Source: an optimization exercise on an open RTL-to-GDS flow (aim: small area). Production flows keep margins and buffers that such runs may drop. The RTL was checked by simulation tests, not by an equivalence proof against the original design. The flow treats the clock pin as an ideal source, which a real chip does not have. Power is estimated from default activity; no workload was simulated.

Design bmp24_stream_to_rgb565, start of the top module:
module bmp24_stream_to_rgb565 (
   input  logic                  clock,
   input  logic                  reset,
   input  logic                  req_tvalid,
   output logic                  req_tready,
   input  logic [7:0]            req_tdata,    
   input  logic                  req_tuser,    
   output logic                  rsp_tvalid,
   input  logic                  rsp_tready,
   output logic [55:0]           rsp_tdata,    
   output logic [2:0]            rsp_tuser,    
   output logic                  rsp_tlast,
   input  logic                  csr_valid,
   output logic                  csr_ready,
   input  logic [1:0]            csr_index,
   input  logic [15:0]           csr_wdata
);
export LEC_CHECK = 0
export CAP_MARGIN = 20
export CORE_MARGIN = 2
export CORE_UTILIZATION = 70
export CTS_BUF_LIST = sky130_fd_sc_hd__clkbuf_8
export SLEW_MARGIN = 20
create_clock -name core_clock -period 5.0 [get_ports {clock}]
standard.sh (not shown) runs the stock make flow with config.mk's settings and CLKGATE_MAP_FILE= SYNTH_SCRIPT=/design/flow/synth_recipe.tcl, a recipe that flattens the netlist after the stock synthesis.
==> flow/flow/run.sh <==
#!/bin/bash
# Layout flow: the standard flow (standard.sh) with these changes.
#  - Synthesis runs the standard flow's synthesis script (synth_recipe.tcl) as
#    flow/synth.tcl, except that abc maps the logic with flow/map.abc, an
#    area-recovering mapping under a delay target, in place of the platform's
#    speed script, and adders are left to abc (ADDER_MAP_FILE empty) rather
#    than mapped to the library's half and full adder cells. Registers are
#    mapped before abc and are left as they are.
#  - The port buffers are plain buf_1 cells.
#  - Clock tree synthesis uses clkbuf_8 cells and no dummy loads.
# Every tool writes its full log under orfs/logs; make's output goes to
# flow.log.
set -euo pipefail
F=$PWD/flow
export MY_ABC_SCRIPT=$F/map.abc
export BUFFER_PORTS_ARGS="-buffer_cell sky130_fd_sc_hd__buf_1"
export CTS_ARGS="-sink_clustering_enable -repair_clock_nets -buf_list sky130_fd_sc_hd__clkbuf_8 -dont_use_dummy_load"
sed "s#SYNTH_SCRIPT=[^ ]*#SYNTH_SCRIPT=$F/synth.tcl ADDER_MAP_FILE=#" standard.sh > flow_standard.sh
grep -q "SYNTH_SCRIPT=$F/synth.tcl" flow_standard.sh
bash flow_standard.sh > flow.log 2>&1
==> flow/flow/map.abc <==
strash
dch
map -D 2000
strash
dch
map -D 2000
topo
stime -c
==> flow/flow/synth.tcl <==
proc synth {args} { yosys synth -nofsm -noshare {*}$args }
# map with our own abc script instead of the platform's speed script
proc abc {args} {
  set i [lsearch -exact $args -script]
  if { $i >= 0 } { set args [lreplace $args [expr {$i + 1}] [expr {$i + 1}] $::env(MY_ABC_SCRIPT)] }
  yosys abc {*}$args
}
source $::env(SCRIPTS_DIR)/synth.tcl
# left out here: clear keep_hierarchy, flatten, clean up, hide names made inside functions, write 1_2_yosys.v
Next try:
--- a/flow/flow/run.sh
+++ b/flow/flow/run.sh
@@ -16,3 +16,3 @@
 export BUFFER_PORTS_ARGS="-buffer_cell sky130_fd_sc_hd__buf_1"
-export CTS_ARGS="-sink_clustering_enable -repair_clock_nets -buf_list sky130_fd_sc_hd__clkbuf_8 -dont_use_dummy_load"
+export CTS_ARGS="-repair_clock_nets -buf_list \"sky130_fd_sc_hd__clkbuf_4 sky130_fd_sc_hd__clkbuf_8\" -root_buf sky130_fd_sc_hd__clkbuf_8 -dont_use_dummy_load"
 sed "s#SYNTH_SCRIPT=[^ ]*#SYNTH_SCRIPT=$F/synth.tcl ADDER_MAP_FILE=#" standard.sh > flow_standard.sh
--- a/flow/config.mk
+++ b/flow/config.mk
@@ -10,3 +10,3 @@
 export CORE_UTILIZATION = 70
-export CTS_BUF_LIST = sky130_fd_sc_hd__clkbuf_8
+export CTS_BUF_LIST = sky130_fd_sc_hd__clkbuf_4 sky130_fd_sc_hd__clkbuf_8
 export SLEW_MARGIN = 20
Flip-flop and latch count is unchanged.
Count of clock-buffer cells in the layout stays the same.
Worst setup slack stays the same.
Wire length stays the same.
Die area does not change.
Utilization is unchanged.
Synthesized cell count is unchanged.
Clock skew stays the same.
Total power stays the same.
Next try:
==> flow/flow/run.sh (replaced) <==
#!/bin/bash
# Layout flow: the standard flow (standard.sh) with these changes.
#  - Synthesis runs the standard flow's synthesis script (synth_recipe.tcl) as
#    flow/synth.tcl, except that abc maps the logic with flow/map.abc (an
#    AIG resynthesis for size, then area-recovering mapping under a delay
#    target) in place of the platform's speed script, and adders are left to abc (ADDER_MAP_FILE empty) rather
#    than mapped to the library's half and full adder cells. Registers are
#    mapped before abc and are left as they are.
#  - The port buffers are plain buf_1 cells.
#  - Clock tree synthesis uses a clkbuf_8 root, clkbuf_4 cells below it and
#    no dummy loads.
# Every tool writes its full log under orfs/logs; make's output goes to
# flow.log.
set -euo pipefail
F=$PWD/flow
export MY_ABC_SCRIPT=$F/map.abc
export BUFFER_PORTS_ARGS="-buffer_cell sky130_fd_sc_hd__buf_1"
export CTS_ARGS="-repair_clock_nets -buf_list sky130_fd_sc_hd__clkbuf_4 -root_buf sky130_fd_sc_hd__clkbuf_8 -dont_use_dummy_load"
sed "s#SYNTH_SCRIPT=[^ ]*#SYNTH_SCRIPT=$F/synth.tcl ADDER_MAP_FILE=#" standard.sh > flow_standard.sh
grep -q "SYNTH_SCRIPT=$F/synth.tcl" flow_standard.sh
bash flow_standard.sh > flow.log 2>&1
==> flow/flow/map.abc (replaced) <==
strash
&get -n
&deepsyn -J 200 -T 600
&put
dch
amap
topo
stime -c
--- a/flow/config.mk
+++ b/flow/config.mk
@@ -9,4 +9,4 @@
 export CORE_MARGIN = 2
-export CORE_UTILIZATION = 70
-export CTS_BUF_LIST = sky130_fd_sc_hd__clkbuf_4 sky130_fd_sc_hd__clkbuf_8
+export CORE_UTILIZATION = 76
+export CTS_BUF_LIST = sky130_fd_sc_hd__clkbuf_4
 export SLEW_MARGIN = 20
After rerunning:
- The new run died in 4_1_cts on DPL-0038
- synthesized area is lower by 5.9%
- synthesized cell count is lower by about 14%
Next try:
==> flow/flow/run.sh (replaced) <==
#!/bin/bash
# Layout flow: the standard flow (standard.sh) with these changes.
#  - Synthesis runs the standard flow's synthesis script (synth_recipe.tcl) as
#    flow/synth.tcl, except that abc maps the logic with flow/map.abc, an
#    area-recovering mapping under a delay target, in place of the platform's
#    speed script, and adders are left to abc (ADDER_MAP_FILE empty) rather
#    than mapped to the library's half and full adder cells. Registers are
#    mapped before abc and are left as they are.
#  - The port buffers are plain buf_1 cells.
#  - Clock tree synthesis uses clkbuf_8 cells and no dummy loads.
# Every tool writes its full log under orfs/logs; make's output goes to
# flow.log.
set -euo pipefail
F=$PWD/flow
export MY_ABC_SCRIPT=$F/map.abc
export BUFFER_PORTS_ARGS="-buffer_cell sky130_fd_sc_hd__buf_1"
export CTS_ARGS="-sink_clustering_enable -repair_clock_nets -buf_list sky130_fd_sc_hd__clkbuf_8 -dont_use_dummy_load"
sed "s#SYNTH_SCRIPT=[^ ]*#SYNTH_SCRIPT=$F/synth.tcl ADDER_MAP_FILE=#" standard.sh > flow_standard.sh
grep -q "SYNTH_SCRIPT=$F/synth.tcl" flow_standard.sh
bash flow_standard.sh > flow.log 2>&1
==> flow/flow/map.abc (replaced) <==
strash
&get -n
&deepsyn -J 200 -T 600
&put
dch
map -D 2000
strash
dch
map -D 2000
topo
stime -c
--- a/flow/config.mk
+++ b/flow/config.mk
@@ -9,4 +9,4 @@
 export CORE_MARGIN = 2
-export CORE_UTILIZATION = 76
-export CTS_BUF_LIST = sky130_fd_sc_hd__clkbuf_4
+export CORE_UTILIZATION = 70
+export CTS_BUF_LIST = sky130_fd_sc_hd__clkbuf_8
 export SLEW_MARGIN = 20
Effect: The new run finished with timing, DRC and antenna clean. Area after synthesis came out higher by 3.3%. Synthesized cell count rises by 11%.
Next try:
==> flow/flow/run.sh (replaced) <==
#!/bin/bash
# Layout flow: the standard flow (standard.sh) with these changes.
#  - Synthesis runs the standard flow's synthesis script (synth_recipe.tcl) as
#    flow/synth.tcl, except that abc maps the logic with flow/map.abc (an
#    AIG resynthesis for size, then area-recovering mapping under a delay
#    target) in place of the platform's speed script, and adders are left to abc (ADDER_MAP_FILE empty) rather
#    than mapped to the library's half and full adder cells. Registers are
#    mapped before abc and are left as they are.
#  - The port buffers are plain buf_1 cells.
#  - Clock tree synthesis uses a clkbuf_8 root, clkbuf_4 cells below it and
#    no dummy loads.
# Every tool writes its full log under orfs/logs; make's output goes to
# flow.log.
set -euo pipefail
F=$PWD/flow
export MY_ABC_SCRIPT=$F/map.abc
export BUFFER_PORTS_ARGS="-buffer_cell sky130_fd_sc_hd__buf_1"
export CTS_ARGS="-repair_clock_nets -buf_list sky130_fd_sc_hd__clkbuf_4 -root_buf sky130_fd_sc_hd__clkbuf_8 -dont_use_dummy_load"
sed "s#SYNTH_SCRIPT=[^ ]*#SYNTH_SCRIPT=$F/synth.tcl ADDER_MAP_FILE=#" standard.sh > flow_standard.sh
grep -q "SYNTH_SCRIPT=$F/synth.tcl" flow_standard.sh
bash flow_standard.sh > flow.log 2>&1
--- a/flow/config.mk
+++ b/flow/config.mk
@@ -9,4 +9,4 @@
 export CORE_MARGIN = 2
-export CORE_UTILIZATION = 70
-export CTS_BUF_LIST = sky130_fd_sc_hd__clkbuf_8
+export CORE_UTILIZATION = 76
+export CTS_BUF_LIST = sky130_fd_sc_hd__clkbuf_4
 export SLEW_MARGIN = 20
Effect:
- hold slack is worse by 0.0083 ns
- combinational power goes up by about 3%
- power goes down by about 7%

## old
bmp24_stream_to_rgb565, a different RTL version from the one above (not shown whole).
For scale: roughly 890 cells after synthesis, about 140 flip-flops, roughly 95 I/O pins.
==> flow/config.mk <==
export PLATFORM = sky130hd
export DESIGN_NAME = bmp24_stream_to_rgb565
export DESIGN_NICKNAME = bmp24_stream_to_rgb565
export VERILOG_FILES = /design/flow/design.v
export SDC_FILE = /design/flow/constraint.sdc
export NUM_CORES = 4
export LEC_CHECK = 0
export CAP_MARGIN = 20
export CORE_MARGIN = 2
export CORE_UTILIZATION = 76
export CTS_BUF_LIST = sky130_fd_sc_hd__clkbuf_4
export SLEW_MARGIN = 20
==> flow/constraint.sdc <==
create_clock -name core_clock -period 5.0 [get_ports {clock}]
set_input_delay 1.0000 -clock core_clock [delete_from_list [all_inputs] [get_ports {clock}]]
set_output_delay 1.0000 -clock core_clock [all_outputs]
set_load 0.01 [all_outputs]
==> flow/flow/run.sh <==
#!/bin/bash
# Layout flow: the standard flow (standard.sh) with these changes.
#  - Synthesis runs the standard flow's synthesis script (synth_recipe.tcl) as
#    flow/synth.tcl, except that abc maps the logic with flow/map.abc (an
#    AIG resynthesis for size, then area-recovering mapping under a delay
#    target) in place of the platform's speed script, and adders are left to abc (ADDER_MAP_FILE empty) rather
#    than mapped to the library's half and full adder cells. Registers are
#    mapped before abc and are left as they are.
#  - The port buffers are plain buf_1 cells.
#  - Clock tree synthesis uses a clkbuf_8 root, clkbuf_4 cells below it and
#    no dummy loads; flow/post_cts.tcl then upsizes to clkbuf_8 each clkbuf_4
#    whose output slew is high.
# Every tool writes its full log under orfs/logs; make's output goes to
# flow.log.
set -euo pipefail
F=$PWD/flow
export MY_ABC_SCRIPT=$F/map.abc
export BUFFER_PORTS_ARGS="-buffer_cell sky130_fd_sc_hd__buf_1"
export POST_CTS_TCL=$F/post_cts.tcl
export CTS_ARGS="-repair_clock_nets -buf_list sky130_fd_sc_hd__clkbuf_4 -root_buf sky130_fd_sc_hd__clkbuf_8 -dont_use_dummy_load"
sed "s#SYNTH_SCRIPT=[^ ]*#SYNTH_SCRIPT=$F/synth.tcl ADDER_MAP_FILE=#" standard.sh > flow_standard.sh
grep -q "SYNTH_SCRIPT=$F/synth.tcl" flow_standard.sh
bash flow_standard.sh > flow.log 2>&1
==> flow/flow/map.abc <==
strash
&get -n
&deepsyn -J 200 -T 600
&put
dch
amap
topo
stime -c
==> flow/flow/post_cts.tcl <==
estimate_parasitics -placement
set upsized 0
foreach inst [get_cells *] {
  if { [get_property $inst ref_name] != "sky130_fd_sc_hd__clkbuf_4" } { continue }
  set opin [get_pins -of_objects $inst -filter "direction == output"]
  if { [get_property $opin slew_max] > 0.100 } {
    replace_cell $inst sky130_fd_sc_hd__clkbuf_8
    incr upsized
  }
}
puts "post_cts.tcl: upsized $upsized clock buffers"
if { $upsized > 0 } {
  detailed_placement
  check_placement -verbose
}
Scripts as last shown in full above: flow/flow/synth.tcl
Here is what was changed in the inputs of new compared with old.
- CORE_UTILIZATION changed from 76 to 82
-- flow/flow/run.sh --
<<< old, line 10
#  - Clock tree synthesis uses a clkbuf_8 root, clkbuf_4 cells below it and
#    no dummy loads; flow/post_cts.tcl then upsizes to clkbuf_8 each clkbuf_4
#    whose output slew is high.
# Every tool writes its full log under orfs/logs; make's output goes to
>>> new, line 10
#  - Clock tree synthesis uses a clkbuf_8 root, clkbuf_4 cells below it and
#    no dummy loads.
# Every tool writes its full log under orfs/logs; make's output goes to
<<< old, line 18
export BUFFER_PORTS_ARGS="-buffer_cell sky130_fd_sc_hd__buf_1"
export POST_CTS_TCL=$F/post_cts.tcl
export CTS_ARGS="-repair_clock_nets -buf_list sky130_fd_sc_hd__clkbuf_4 -root_buf sky130_fd_sc_hd__clkbuf_8 -dont_use_dummy_load"
>>> new, line 17
export BUFFER_PORTS_ARGS="-buffer_cell sky130_fd_sc_hd__buf_1"
export CTS_ARGS="-repair_clock_nets -buf_list sky130_fd_sc_hd__clkbuf_4 -root_buf sky130_fd_sc_hd__clkbuf_8 -dont_use_dummy_load"
-- flow/flow/map.abc --
<<< old, line 5
dch
amap
topo
>>> new, line 5
dch
amap -m -Q 0.1
topo
removed: flow/flow/post_cts.tcl
[summary]
Of old and new, just one finished clean: old.
new did not run to completion, as it errored out during global placement (3_3_place_gp).
Summary of new over old: number of primary I/O pins stayed essentially flat, height of the die fell by 3.2%, count of different cell masters after synthesis rose by 20%, area share of and/or/nand/nor cells after synthesis fell by 0.20 points, sequential cell area fraction in the yosys report fell by 0.37 points.
Taking old as the reference, in new die span in x moved down; share of flip-flops with an asynchronous set or reset now sits at about the same level; area after synthesis has increased; synthesized cell count dropped 18.
new: fraction of the mapped netlist area in compound gates 0.93 points above old

RTL: one of the versions met above, not the one the previous note started from.
Size in the first run: ~1000 cells after synthesis, ~140 flip-flops.
export LEC_CHECK = 0
export CAP_MARGIN = 20
export CORE_MARGIN = 2
export CORE_UTILIZATION = 76
export CTS_BUF_LIST = sky130_fd_sc_hd__clkbuf_4
export GPL_TIMING_DRIVEN = 0
export SLEW_MARGIN = 20
create_clock -name core_clock -period 5.0 [get_ports {clock}]
==> flow/flow/run.sh <==
#!/bin/bash
# Layout flow: the standard flow (standard.sh) with these changes.
#  - Synthesis runs the standard flow's synthesis script (synth_recipe.tcl) as
#    flow/synth.tcl, except that abc maps the logic with flow/map.abc (an
#    AIG resynthesis for size, then area-recovering mapping under a delay
#    target) in place of the platform's speed script, and adders are left to abc (ADDER_MAP_FILE empty) rather
#    than mapped to the library's half and full adder cells. Registers are
#    mapped before abc and are left as they are.
#  - The port buffers are plain buf_1 cells.
#  - Clock tree synthesis uses a clkbuf_8 root, clkbuf_4 cells below it and
#    no dummy loads.
# Every tool writes its full log under orfs/logs; make's output goes to
# flow.log.
set -euo pipefail
F=$PWD/flow
export MY_ABC_SCRIPT=$F/map.abc
export BUFFER_PORTS_ARGS="-buffer_cell sky130_fd_sc_hd__buf_1"
export CTS_ARGS="-repair_clock_nets -buf_list sky130_fd_sc_hd__clkbuf_4 -root_buf sky130_fd_sc_hd__clkbuf_8 -dont_use_dummy_load"
sed "s#SYNTH_SCRIPT=[^ ]*#SYNTH_SCRIPT=$F/synth.tcl ADDER_MAP_FILE=#" standard.sh > flow_standard.sh
grep -q "SYNTH_SCRIPT=$F/synth.tcl" flow_standard.sh
bash flow_standard.sh > flow.log 2>&1
==> flow/flow/map.abc <==
strash
&get -n
&deepsyn -J 200 -T 600
&put
dch
map -D 2000
strash
dch
map -D 2000
topo
stime -c
Scripts as last shown in full above: flow/flow/synth.tcl
The starting point produced a clean layout.
Next try:
==> flow/flow/run.sh (replaced) <==
#!/bin/bash
# Layout flow: the standard flow (standard.sh) with these changes.
#  - Synthesis runs the standard flow's synthesis script (synth_recipe.tcl) as
#    flow/synth.tcl, except that abc maps the logic with flow/map.abc, an
#    area-recovering mapping under a delay target, in place of the platform's
#    speed script, and adders are left to abc (ADDER_MAP_FILE empty) rather
#    than mapped to the library's half and full adder cells. Registers are
#    mapped before abc and are left as they are.
#  - The port buffers are plain buf_1 cells.
#  - Clock tree synthesis uses clkbuf_8 cells and no dummy loads.
# Every tool writes its full log under orfs/logs; make's output goes to
# flow.log.
set -euo pipefail
F=$PWD/flow
export MY_ABC_SCRIPT=$F/map.abc
export BUFFER_PORTS_ARGS="-buffer_cell sky130_fd_sc_hd__buf_1"
export CTS_ARGS="-sink_clustering_enable -repair_clock_nets -buf_list \"sky130_fd_sc_hd__clkbuf_4 sky130_fd_sc_hd__clkbuf_8\" -root_buf sky130_fd_sc_hd__clkbuf_8 -dont_use_dummy_load"
sed "s#SYNTH_SCRIPT=[^ ]*#SYNTH_SCRIPT=$F/synth.tcl ADDER_MAP_FILE=#" standard.sh > flow_standard.sh
grep -q "SYNTH_SCRIPT=$F/synth.tcl" flow_standard.sh
bash flow_standard.sh > flow.log 2>&1
==> flow/flow/map.abc (replaced) <==
strash
dch
map -D 2000
strash
dch
map -D 2000
topo
stime -c
CORE_UTILIZATION = 70   (was 76)
CTS_BUF_LIST = sky130_fd_sc_hd__clkbuf_4 sky130_fd_sc_hd__clkbuf_8   (was sky130_fd_sc_hd__clkbuf_4)
GPL_TIMING_DRIVEN = not set   (was 0)
After rerunning:
- wire length climbs by about 7%
- first-iteration DRC count climbs by 26%
- area after synthesis climbs by 2.8%
- hold slack improved by 0.025 ns
- via count climbs by about 3.5%
- combinational power climbs by 16%
- die area climbs by about 11%
- power climbs by about 11%
- cell count climbs by about 4.3%
Next try:
--- a/flow/flow/run.sh
+++ b/flow/flow/run.sh
@@ -16,3 +16,3 @@
 export BUFFER_PORTS_ARGS="-buffer_cell sky130_fd_sc_hd__buf_1"
-export CTS_ARGS="-sink_clustering_enable -repair_clock_nets -buf_list \"sky130_fd_sc_hd__clkbuf_4 sky130_fd_sc_hd__clkbuf_8\" -root_buf sky130_fd_sc_hd__clkbuf_8 -dont_use_dummy_load"
+export CTS_ARGS="-sink_clustering_enable -repair_clock_nets -buf_list sky130_fd_sc_hd__clkbuf_8 -dont_use_dummy_load"
 sed "s#SYNTH_SCRIPT=[^ ]*#SYNTH_SCRIPT=$F/synth.tcl ADDER_MAP_FILE=#" standard.sh > flow_standard.sh
==> flow/flow/map.abc (replaced) <==
strash
&get -n
&deepsyn -J 200 -T 600
&put
dch
map -D 2000
strash
dch
map -D 2000
topo
stime -c
CORE_UTILIZATION = 76   (was 70)
CTS_BUF_LIST = sky130_fd_sc_hd__clkbuf_8   (was sky130_fd_sc_hd__clkbuf_4 sky130_fd_sc_hd__clkbuf_8)
The new run produced a clean layout.
Total power went down by a few percent.
Core utilization grows by 7.1 points.
Clock skew goes down by 0.019 ns.
Final area goes down by a few percent.
Routed wire length goes up by a few percent.
Count of clock-buffer cells in the layout does not change.
Worst hold slack degrades by 0.025 ns.
Clock power drops slightly.
Next try:
==> flow/flow/map.abc (replaced) <==
strash
dch
map -D 1500
strash
dch
map -D 1500
topo
stime -c
CORE_UTILIZATION = 70   (was 76)
The changed run ran to the end with no violations.
Clock skew is about the same.
Via count increases by 0.45%.
Worst hold slack gains 0.013 ns.
Design area increases by 2.8%.
First-iteration DRC count decreases by 2.7%.
Cell count increases by 5.7%.
Register-to-register slack gains 0.43 ns.
Die area increases by 13%.
Non-clock buffer count decreases by 9.
Routed wire length decreases by 0.75%.
Sequential power hardly moves.

-- port drivers added, routing unchanged --
The flow's constraints put no driver on any port. The routed layouts listed below were extracted and timed again, unchanged, in two steps.
Step 1 (the two cells are an assumption about what drives the block):
set clk [get_ports {clock}]
set_driving_cell -lib_cell sky130_fd_sc_hd__clkbuf_16 $clk
set_driving_cell -lib_cell sky130_fd_sc_hd__buf_2 [delete_from_list [all_inputs] $clk]
Step 2, shift: input delay + t, output delay - t, t = (earliest + latest rising clock arrival at the registers) / 2. This alone moves slack from input paths to output paths.
Three values: no drivers, after step 1, after step 2; two values: the first two.
run | shift t [ns] | setup WS [ns] | worst setup path at the end
the first run of note 1 | 0.483 | 0.306 / 0.269 / 0.751 | register to output
the second run of note 1 | 0.483 | 0.306 / 0.269 / 0.751 | register to output
the fourth run of note 1 | 0.491 | 0.297 / 0.261 / 0.753 | register to output
the fifth run of note 1 | 0.458 | 0.310 / 0.276 / 0.733 | register to output
old | 0.448 | 0.248 / 0.248 / 0.248 | register to register
the first run of note 3 | 0.470 | 0.208 / 0.169 / 0.638 | register to output
the second run of note 3 | 0.483 | 0.306 / 0.269 / 0.751 | register to output
the third run of note 3 | 0.479 | 0.200 / 0.166 / 0.645 | register to output
the fourth run of note 3 | 0.486 | 0.501 / 0.466 / 0.952 | register to output
After both steps every run listed still meets setup and hold.
